Context: an optimization exercise on an open-source flow, tuned for small area. The choices shown serve that exercise and are no tape-out recipe. Only simulation tests tie the RTL to the original design; equivalence was not proved. Power and IR drop assume default switching activity. The clock port is modelled as an ideal driver; clocking choices that lean on that would not hold on a real chip.

==> job 9007: inputs <==
==> flow/design.v <==
package mips_mem_pkg;
    typedef enum logic [1:0] {
        MW_NONE = 2'b00,
        MW_SW   = 2'b01,
        MW_SH   = 2'b10,
        MW_SB   = 2'b11
    } memwrite_t;
    typedef enum logic [1:0] {
        LS_WORD = 2'b00,
        LS_HALF = 2'b01,
        LS_BYTE = 2'b10
    } loadsize_t;
    localparam int unsigned STORE_CNT_W = 16;
endpackage
module dmem_lane_steer (
    input  logic [1:0]  memwrite,
    input  logic [1:0]  a_lo,
    input  logic [31:0] wd,
    output logic [3:0]  byte_en,
    output logic [31:0] wdata_steered,
    output logic        aligned
);
    always_comb begin
        byte_en       = '0;
        wdata_steered = wd;
        aligned       = 1'b1;
        case (memwrite)
            mips_mem_pkg::MW_SW: begin
                aligned = (a_lo == 2'b00);
                byte_en = aligned ? 4'b1111 : 4'b0000;
            end
            mips_mem_pkg::MW_SH: begin
                wdata_steered = {2{wd[15:0]}};
                aligned       = ~a_lo[0];
                if (aligned) byte_en = a_lo[1] ? 4'b1100 : 4'b0011;
            end
            mips_mem_pkg::MW_SB: begin
                wdata_steered = {4{wd[7:0]}};
                byte_en       = 4'b0001 << a_lo;
            end
            default: begin
                byte_en = '0;
            end
        endcase
    end
endmodule
module dmem_subword #(
    parameter int unsigned DEPTH  = 64,
    parameter int unsigned ADDR_W = 6
) (
    input  logic                   clk,
    input  logic                   reset,
    input  logic [31:0]            a,
    input  logic [31:0]            wd,
    input  logic [1:0]             memwrite,
    input  logic [1:0]             loadsize,
    input  logic                   loadsigned,
    output logic [31:0]            rd,
    output logic                   misaligned,
    output logic [31:0]            err_addr,
    output logic [mips_mem_pkg::STORE_CNT_W-1:0] store_cnt
);
    logic [31:0]       mem_q [DEPTH];
    logic [ADDR_W-1:0] widx;
    logic [3:0]        byte_en;
    logic [31:0]       wdata;
    logic              aligned;
    logic              commit;
    logic              bad_store;
    logic              misaligned_q;
    logic [31:0]       err_addr_q;
    logic              unused_a_hi;
    assign widx        = a[ADDR_W+1:2];
    assign unused_a_hi = ^a[31:ADDR_W+2];
    dmem_lane_steer u_steer (
        .memwrite      (memwrite),
        .a_lo          (a[1:0]),
        .wd            (wd),
        .byte_en       (byte_en),
        .wdata_steered (wdata),
        .aligned       (aligned)
    );
    assign commit    = ~reset & (|byte_en);
    assign bad_store = ~reset & (memwrite != mips_mem_pkg::MW_NONE) & ~aligned;
    always_ff @(posedge clk) begin
        if (commit) begin
            for (int unsigned k = 0; k < 4; k++) begin
                if (byte_en[k]) mem_q[widx][8*k +: 8] <= wdata[8*k +: 8];
            end
        end
    end
    always_ff @(posedge clk) begin
        if (reset) begin
            misaligned_q <= 1'b0;
            err_addr_q   <= '0;
        end else if (bad_store && !misaligned_q) begin
            misaligned_q <= 1'b1;
            err_addr_q   <= a;
        end
    end
    assign misaligned = misaligned_q;
    assign err_addr   = err_addr_q;
    logic [mips_mem_pkg::STORE_CNT_W-1:0] store_cnt_q;
    always_ff @(posedge clk) begin
        if (reset) begin
            store_cnt_q <= '0;
        end else if (commit && store_cnt_q != '1) begin
            store_cnt_q <= store_cnt_q + mips_mem_pkg::STORE_CNT_W'(1);
        end
    end
    assign store_cnt = store_cnt_q;
    logic [31:0] word;
    logic [15:0] half;
    logic [7:0]  byte_v;
    always_comb begin
        word   = mem_q[widx];
        half   = a[1] ? word[31:16] : word[15:0];
        byte_v = word[7:0];
        case (a[1:0])
            2'b01:   byte_v = word[15:8];
            2'b10:   byte_v = word[23:16];
            2'b11:   byte_v = word[31:24];
            default: byte_v = word[7:0];
        endcase
        case (loadsize)
            mips_mem_pkg::LS_HALF: rd = {{16{loadsigned & half[15]}}, half};
            mips_mem_pkg::LS_BYTE: rd = {{24{loadsigned & byte_v[7]}}, byte_v};
            default: rd = word;
        endcase
    end
endmodule
==> flow/run.sh <==
#!/bin/bash
# synth_recipe.tcl (not shown) runs the flow's synth.tcl, then flattens the netlist and writes it again
# the make line also repeats each setting of config.mk as NAME=value (left out here)
make -C /OpenROAD-flow-scripts/flow DESIGN_CONFIG=/design/flow/config.mk WORK_HOME=/design/flow/orfs CLKGATE_MAP_FILE= SYNTH_SCRIPT=/design/flow/synth_recipe.tcl finish
==> flow/config.mk <==
export PLATFORM = sky130hd
export DESIGN_NAME = dmem_subword
export DESIGN_NICKNAME = dmem_subword
export VERILOG_FILES = /design/flow/design.v
export SDC_FILE = /design/flow/constraint.sdc
export NUM_CORES = 4
export LEC_CHECK = 0
export CAP_MARGIN = 20
export CORE_MARGIN = 2
export CORE_UTILIZATION = 40
export SETUP_SLACK_MARGIN = 0.5
export SLEW_MARGIN = 20
==> flow/constraint.sdc <==
create_clock -name core_clock -period 6.5 [get_ports {clk}]
set_input_delay 1.3000 -clock core_clock [delete_from_list [all_inputs] [get_ports {clk}]]
set_output_delay 1.3000 -clock core_clock [all_outputs]
set_load 0.01 [all_outputs]
==> job 9640: changes against job 9007 <==
--- a/flow/design.v
+++ b/flow/design.v
@@ -46,2 +46,92 @@
 endmodule
+module dmem_wmux8 (
+    input  logic [7:0] q,
+    input  logic [7:0] d,
+    input  logic       sel,
+    input  logic       hold,
+    output logic [7:0] y
+);
+    assign y = (q & {8{hold}}) | (d & {8{sel}});
+endmodule
+module dmem_hold_gen (
+    input  logic [63:0]  sel,
+    input  logic [3:0]   lane,
+    output logic [255:0] hold
+);
+    always_comb begin
+        for (int unsigned i = 0; i < 64; i++) begin
+            for (int unsigned k = 0; k < 4; k++) begin
+                hold[4*i+k] = ~(sel[i] & lane[k]);
+            end
+        end
+    end
+endmodule
+module dmem_word_dec (
+    input  logic [5:0]  idx,
+    output logic [63:0] sel
+);
+    always_comb begin
+        for (int unsigned i = 0; i < 64; i++) sel[i] = (idx == 6'(i));
+    end
+endmodule
+module dmem_rd_aoi3 (
+    input  logic [2:0]  s,
+    input  logic [31:0] d0,
+    input  logic [31:0] d1,
+    input  logic [31:0] d2,
+    output logic [31:0] y_n
+);
+    assign y_n = ~(({32{s[0]}} & d0) | ({32{s[1]}} & d1) | ({32{s[2]}} & d2));
+endmodule
+module dmem_rd_nand1 (
+    input  logic        s,
+    input  logic [31:0] d,
+    output logic [31:0] y_n
+);
+    assign y_n = ~({32{s}} & d);
+endmodule
+module dmem_rd_or (
+    input  logic [22*32-1:0] y_n,
+    output logic [31:0]      word
+);
+    always_comb begin
+        for (int unsigned j = 0; j < 32; j++) begin
+            word[j] = 1'b0;
+            for (int unsigned t = 0; t < 22; t++) word[j] = word[j] | ~y_n[32*t + j];
+        end
+    end
+endmodule
+module dmem_ld_align (
+    input  logic [31:0] word,
+    input  logic [1:0]  a_lo,
+    input  logic [1:0]  loadsize,
+    input  logic        loadsigned,
+    output logic [31:0] rd
+);
+    logic is_half, is_byte, is_word;
+    logic l0, l1, l2, l3;
+    logic m1, m3;
+    logic c7, c15, c23, c31;
+    logic sgn;
+    always_comb begin
+        is_half = (loadsize == mips_mem_pkg::LS_HALF);
+        is_byte = (loadsize == mips_mem_pkg::LS_BYTE);
+        is_word = ~is_half & ~is_byte;
+        l0 = is_word | (is_half & ~a_lo[1]) | (is_byte & (a_lo == 2'd0));
+        l1 = is_byte & (a_lo == 2'd1);
+        l2 = (is_half & a_lo[1]) | (is_byte & (a_lo == 2'd2));
+        l3 = is_byte & (a_lo == 2'd3);
+        m1 = is_word | (is_half & ~a_lo[1]);
+        m3 = is_half & a_lo[1];
+        c7  = loadsigned & is_byte & (a_lo == 2'd0);
+        c15 = loadsigned & ((is_byte & (a_lo == 2'd1)) | (is_half & ~a_lo[1]));
+        c23 = loadsigned & is_byte & (a_lo == 2'd2);
+        c31 = loadsigned & ((is_byte & (a_lo == 2'd3)) | (is_half & a_lo[1]));
+        sgn = (c7 & word[7]) | (c15 & word[15]) | (c23 & word[23]) | (c31 & word[31]);
+        rd[7:0]   = ({8{l0}} & word[7:0]) | ({8{l1}} & word[15:8])
+                  | ({8{l2}} & word[23:16]) | ({8{l3}} & word[31:24]);
+        rd[15:8]  = ({8{m1}} & word[15:8]) | ({8{m3}} & word[31:24]) | {8{is_byte & sgn}};
+        rd[31:16] = ({16{is_word}} & word[31:16]) | {16{~is_word & sgn}};
+    end
+endmodule
 module dmem_subword #(
@@ -62,4 +152,9 @@
 );
-    logic [31:0]       mem_q [DEPTH];
-    logic [ADDR_W-1:0] widx;
+    logic [DEPTH-1:0][31:0] mem_q;
+    logic [DEPTH-1:0][31:0] mem_d;
+    logic [4*DEPTH-1:0]     hold;
+    logic [3:0]             lane_we;
+    logic [31:0]            wdata_g;
+    logic [DEPTH-1:0]  sel;
+    logic [DEPTH-1:0]  sel_w;
     logic [3:0]        byte_en;
@@ -71,5 +166,10 @@
     logic [31:0]       err_addr_q;
-    logic              unused_a_hi;
-    assign widx        = a[ADDR_W+1:2];
-    assign unused_a_hi = ^a[31:ADDR_W+2];
+    dmem_word_dec u_dec (
+        .idx   (a[ADDR_W+1:2]),
+        .sel   (sel)
+    );
+    dmem_word_dec u_dec_w (
+        .idx   (a[ADDR_W+1:2]),
+        .sel   (sel_w)
+    );
     dmem_lane_steer u_steer (
@@ -84,8 +184,22 @@
     assign bad_store = ~reset & (memwrite != mips_mem_pkg::MW_NONE) & ~aligned;
+    assign lane_we = byte_en & {4{~reset}};
+    assign wdata_g = wdata & {{8{lane_we[3]}}, {8{lane_we[2]}}, {8{lane_we[1]}}, {8{lane_we[0]}}};
+    dmem_hold_gen u_hold (
+        .sel  (sel_w),
+        .lane (lane_we),
+        .hold (hold)
+    );
+    for (genvar i = 0; i < DEPTH; i++) begin : g_word
+        for (genvar k = 0; k < 4; k++) begin : g_lane
+            dmem_wmux8 u_wmux (
+                .q    (mem_q[i][8*k +: 8]),
+                .d    (wdata_g[8*k +: 8]),
+                .sel  (sel_w[i]),
+                .hold (hold[4*i+k]),
+                .y    (mem_d[i][8*k +: 8])
+            );
+        end
+    end
     always_ff @(posedge clk) begin
-        if (commit) begin
-            for (int unsigned k = 0; k < 4; k++) begin
-                if (byte_en[k]) mem_q[widx][8*k +: 8] <= wdata[8*k +: 8];
-            end
-        end
+        mem_q <= mem_d;
     end
@@ -111,21 +225,29 @@
     assign store_cnt = store_cnt_q;
-    logic [31:0] word;
-    logic [15:0] half;
-    logic [7:0]  byte_v;
-    always_comb begin
-        word   = mem_q[widx];
-        half   = a[1] ? word[31:16] : word[15:0];
-        byte_v = word[7:0];
-        case (a[1:0])
-            2'b01:   byte_v = word[15:8];
-            2'b10:   byte_v = word[23:16];
-            2'b11:   byte_v = word[31:24];
-            default: byte_v = word[7:0];
-        endcase
-        case (loadsize)
-            mips_mem_pkg::LS_HALF: rd = {{16{loadsigned & half[15]}}, half};
-            mips_mem_pkg::LS_BYTE: rd = {{24{loadsigned & byte_v[7]}}, byte_v};
-            default: rd = word;
-        endcase
-    end
-endmodule
+    logic [22*32-1:0] rd_terms_n;
+    logic [31:0]      word;
+    for (genvar g = 0; g < 21; g++) begin : g_rd
+        dmem_rd_aoi3 u_aoi (
+            .s   (sel[3*g +: 3]),
+            .d0  (mem_q[3*g]),
+            .d1  (mem_q[3*g+1]),
+            .d2  (mem_q[3*g+2]),
+            .y_n (rd_terms_n[32*g +: 32])
+        );
+    end
+    dmem_rd_nand1 u_rd_last (
+        .s   (sel[63]),
+        .d   (mem_q[63]),
+        .y_n (rd_terms_n[32*21 +: 32])
+    );
+    dmem_rd_or u_rd_or (
+        .y_n  (rd_terms_n),
+        .word (word)
+    );
+    dmem_ld_align u_align (
+        .word       (word),
+        .a_lo       (a[1:0]),
+        .loadsize   (loadsize),
+        .loadsigned (loadsigned),
+        .rd         (rd)
+    );
+endmodule
==> flow/flow/run.sh (new file) <==
#!/bin/bash
# Standard ORFS layout with two changes: the port buffers are plain buf_1
# cells, and the clock tree uses clkbuf_16 clusters of up to 30 sinks without
# dummy loads. Each tool's output goes to orfs/logs; make's to standard.log.
set -euo pipefail
export BUFFER_PORTS_ARGS="-buffer_cell sky130_fd_sc_hd__buf_1"
export CTS_ARGS="-sink_clustering_enable -repair_clock_nets -buf_list sky130_fd_sc_hd__clkbuf_16 -sink_clustering_size 30 -sink_clustering_max_diameter 100 -dont_use_dummy_load"
bash standard.sh finish > standard.log 2>&1
==> flow/standard.sh (new file) <==
#!/bin/bash
# synth_recipe.tcl (not shown) runs the flow's synth.tcl, then flattens the netlist and writes it again
# the make line also repeats each setting of config.mk as NAME=value (left out here)
make -C /OpenROAD-flow-scripts/flow DESIGN_CONFIG=/design/flow/config.mk WORK_HOME=/design/flow/orfs CLKGATE_MAP_FILE= SYNTH_SCRIPT=/design/flow/synth_recipe.tcl "${@:-finish}"
- CAP_MARGIN: 20 -> 10
- CORE_UTILIZATION: 40 -> 60
- PLACE_DENSITY: unset -> 0.7
- SETUP_SLACK_MARGIN: 0.5 -> 0.2
- SLEW_MARGIN: 20 -> 10
- SYNTH_HIERARCHICAL: unset -> 1
removed: flow/run.sh
==> job 7983: changes against job 9007 <==
--- a/flow/design.v
+++ b/flow/design.v
@@ -46,2 +46,41 @@
 endmodule
+module dmem_word_dec (
+    input  logic [5:0]  idx,
+    output logic [63:0] sel,
+    output logic [63:0] sel_n
+);
+    always_comb begin
+        for (int unsigned i = 0; i < 64; i++) begin
+            sel[i]   = (idx == 6'(i));
+            sel_n[i] = ~(idx == 6'(i));
+        end
+    end
+endmodule
+module dmem_rd_aoi3 (
+    input  logic [2:0]  s,
+    input  logic [31:0] d0,
+    input  logic [31:0] d1,
+    input  logic [31:0] d2,
+    output logic [31:0] y_n
+);
+    assign y_n = ~(({32{s[0]}} & d0) | ({32{s[1]}} & d1) | ({32{s[2]}} & d2));
+endmodule
+module dmem_rd_nand1 (
+    input  logic        s,
+    input  logic [31:0] d,
+    output logic [31:0] y_n
+);
+    assign y_n = ~({32{s}} & d);
+endmodule
+module dmem_rd_or (
+    input  logic [22*32-1:0] y_n,
+    output logic [31:0]      word
+);
+    always_comb begin
+        for (int unsigned j = 0; j < 32; j++) begin
+            word[j] = 1'b0;
+            for (int unsigned t = 0; t < 22; t++) word[j] = word[j] | ~y_n[32*t + j];
+        end
+    end
+endmodule
 module dmem_subword #(
@@ -63,4 +102,6 @@
     logic [31:0]       mem_q [DEPTH];
-    logic [ADDR_W-1:0] widx;
+    logic [DEPTH-1:0]  sel;
+    logic [DEPTH-1:0]  sel_n;
     logic [3:0]        byte_en;
+    logic [3:0]        lane_we_n;
     logic [31:0]       wdata;
@@ -71,5 +112,7 @@
     logic [31:0]       err_addr_q;
-    logic              unused_a_hi;
-    assign widx        = a[ADDR_W+1:2];
-    assign unused_a_hi = ^a[31:ADDR_W+2];
+    dmem_word_dec u_dec (
+        .idx   (a[ADDR_W+1:2]),
+        .sel   (sel),
+        .sel_n (sel_n)
+    );
     dmem_lane_steer u_steer (
@@ -84,6 +127,7 @@
     assign bad_store = ~reset & (memwrite != mips_mem_pkg::MW_NONE) & ~aligned;
+    assign lane_we_n = ~(byte_en & {4{~reset}});
     always_ff @(posedge clk) begin
-        if (commit) begin
+        for (int unsigned i = 0; i < DEPTH; i++) begin
             for (int unsigned k = 0; k < 4; k++) begin
-                if (byte_en[k]) mem_q[widx][8*k +: 8] <= wdata[8*k +: 8];
+                if (!(sel_n[i] | lane_we_n[k])) mem_q[i][8*k +: 8] <= wdata[8*k +: 8];
             end
@@ -111,3 +155,22 @@
     assign store_cnt = store_cnt_q;
-    logic [31:0] word;
+    logic [22*32-1:0] rd_terms_n;
+    logic [31:0]      word;
+    for (genvar g = 0; g < 21; g++) begin : g_rd
+        dmem_rd_aoi3 u_aoi (
+            .s   (sel[3*g +: 3]),
+            .d0  (mem_q[3*g]),
+            .d1  (mem_q[3*g+1]),
+            .d2  (mem_q[3*g+2]),
+            .y_n (rd_terms_n[32*g +: 32])
+        );
+    end
+    dmem_rd_nand1 u_rd_last (
+        .s   (sel[63]),
+        .d   (mem_q[63]),
+        .y_n (rd_terms_n[32*21 +: 32])
+    );
+    dmem_rd_or u_rd_or (
+        .y_n  (rd_terms_n),
+        .word (word)
+    );
     logic [15:0] half;
@@ -115,5 +178,3 @@
     always_comb begin
-        word   = mem_q[widx];
         half   = a[1] ? word[31:16] : word[15:0];
-        byte_v = word[7:0];
         case (a[1:0])
- SYNTH_HIERARCHICAL: unset -> 1
==> run summary <==
Job 9640 finished with negative setup slack left. Job 7983 completed without violations. Job 9007 went through all stages and came out clean. Sequential share of layout area, highest first: job 7983, job 9007, job 9640. Hold slack, highest first: job 9640, job 9007, job 7983. Against job 9640, the fmax of job 9007 is higher by about 8%. Global-route usage: job 9007 is higher than job 7983 (5.9 points). Against job 9640, the area after synthesis of job 9007 is higher by 0.83%. Synthesized cell count: job 7983 < job 9007 < job 9640. Between job 7983 and job 9640, the lower critical path depth is in job 9640 (gap 4). Clock power is about the same in job 7983 and job 9007. Worst setup slack, lowest first: job 9640, job 7983, job 9007.

-- re-timing with driven ports --
No port has a modelled driver above. Below, the same layouts with a new extraction and two added sets of constraints.
Step 1: set_driving_cell puts a clkbuf_16 on clk and a buf_2 on each other input, an assumption about the parent block.
Step 2 times the ports against the registers' clock, not the clock port: input delays grow and output delays shrink by t, the midpoint of the rising clock arrivals with the driver on.
Three values: no drivers, after step 1, after step 2; two values: the first two.
run | t (ns) | setup slack, ns | hold WS [ns]
job 9007 | 0.937 | 0.435 / 0.179 / 0.179 | 0.452 / 0.452 / 0.452
job 9640 | 0.805 | -0.063 / -0.116 / -0.116 | 0.460 / 0.460 / 0.460
job 7983 | 0.897 | 0.109 / 0.066 / 0.066 | 0.452 / 0.452 / 0.452
The setup slack of job 9007, which loses most, moves by -0.256 ns with the drivers and by -0.256 ns with both steps.
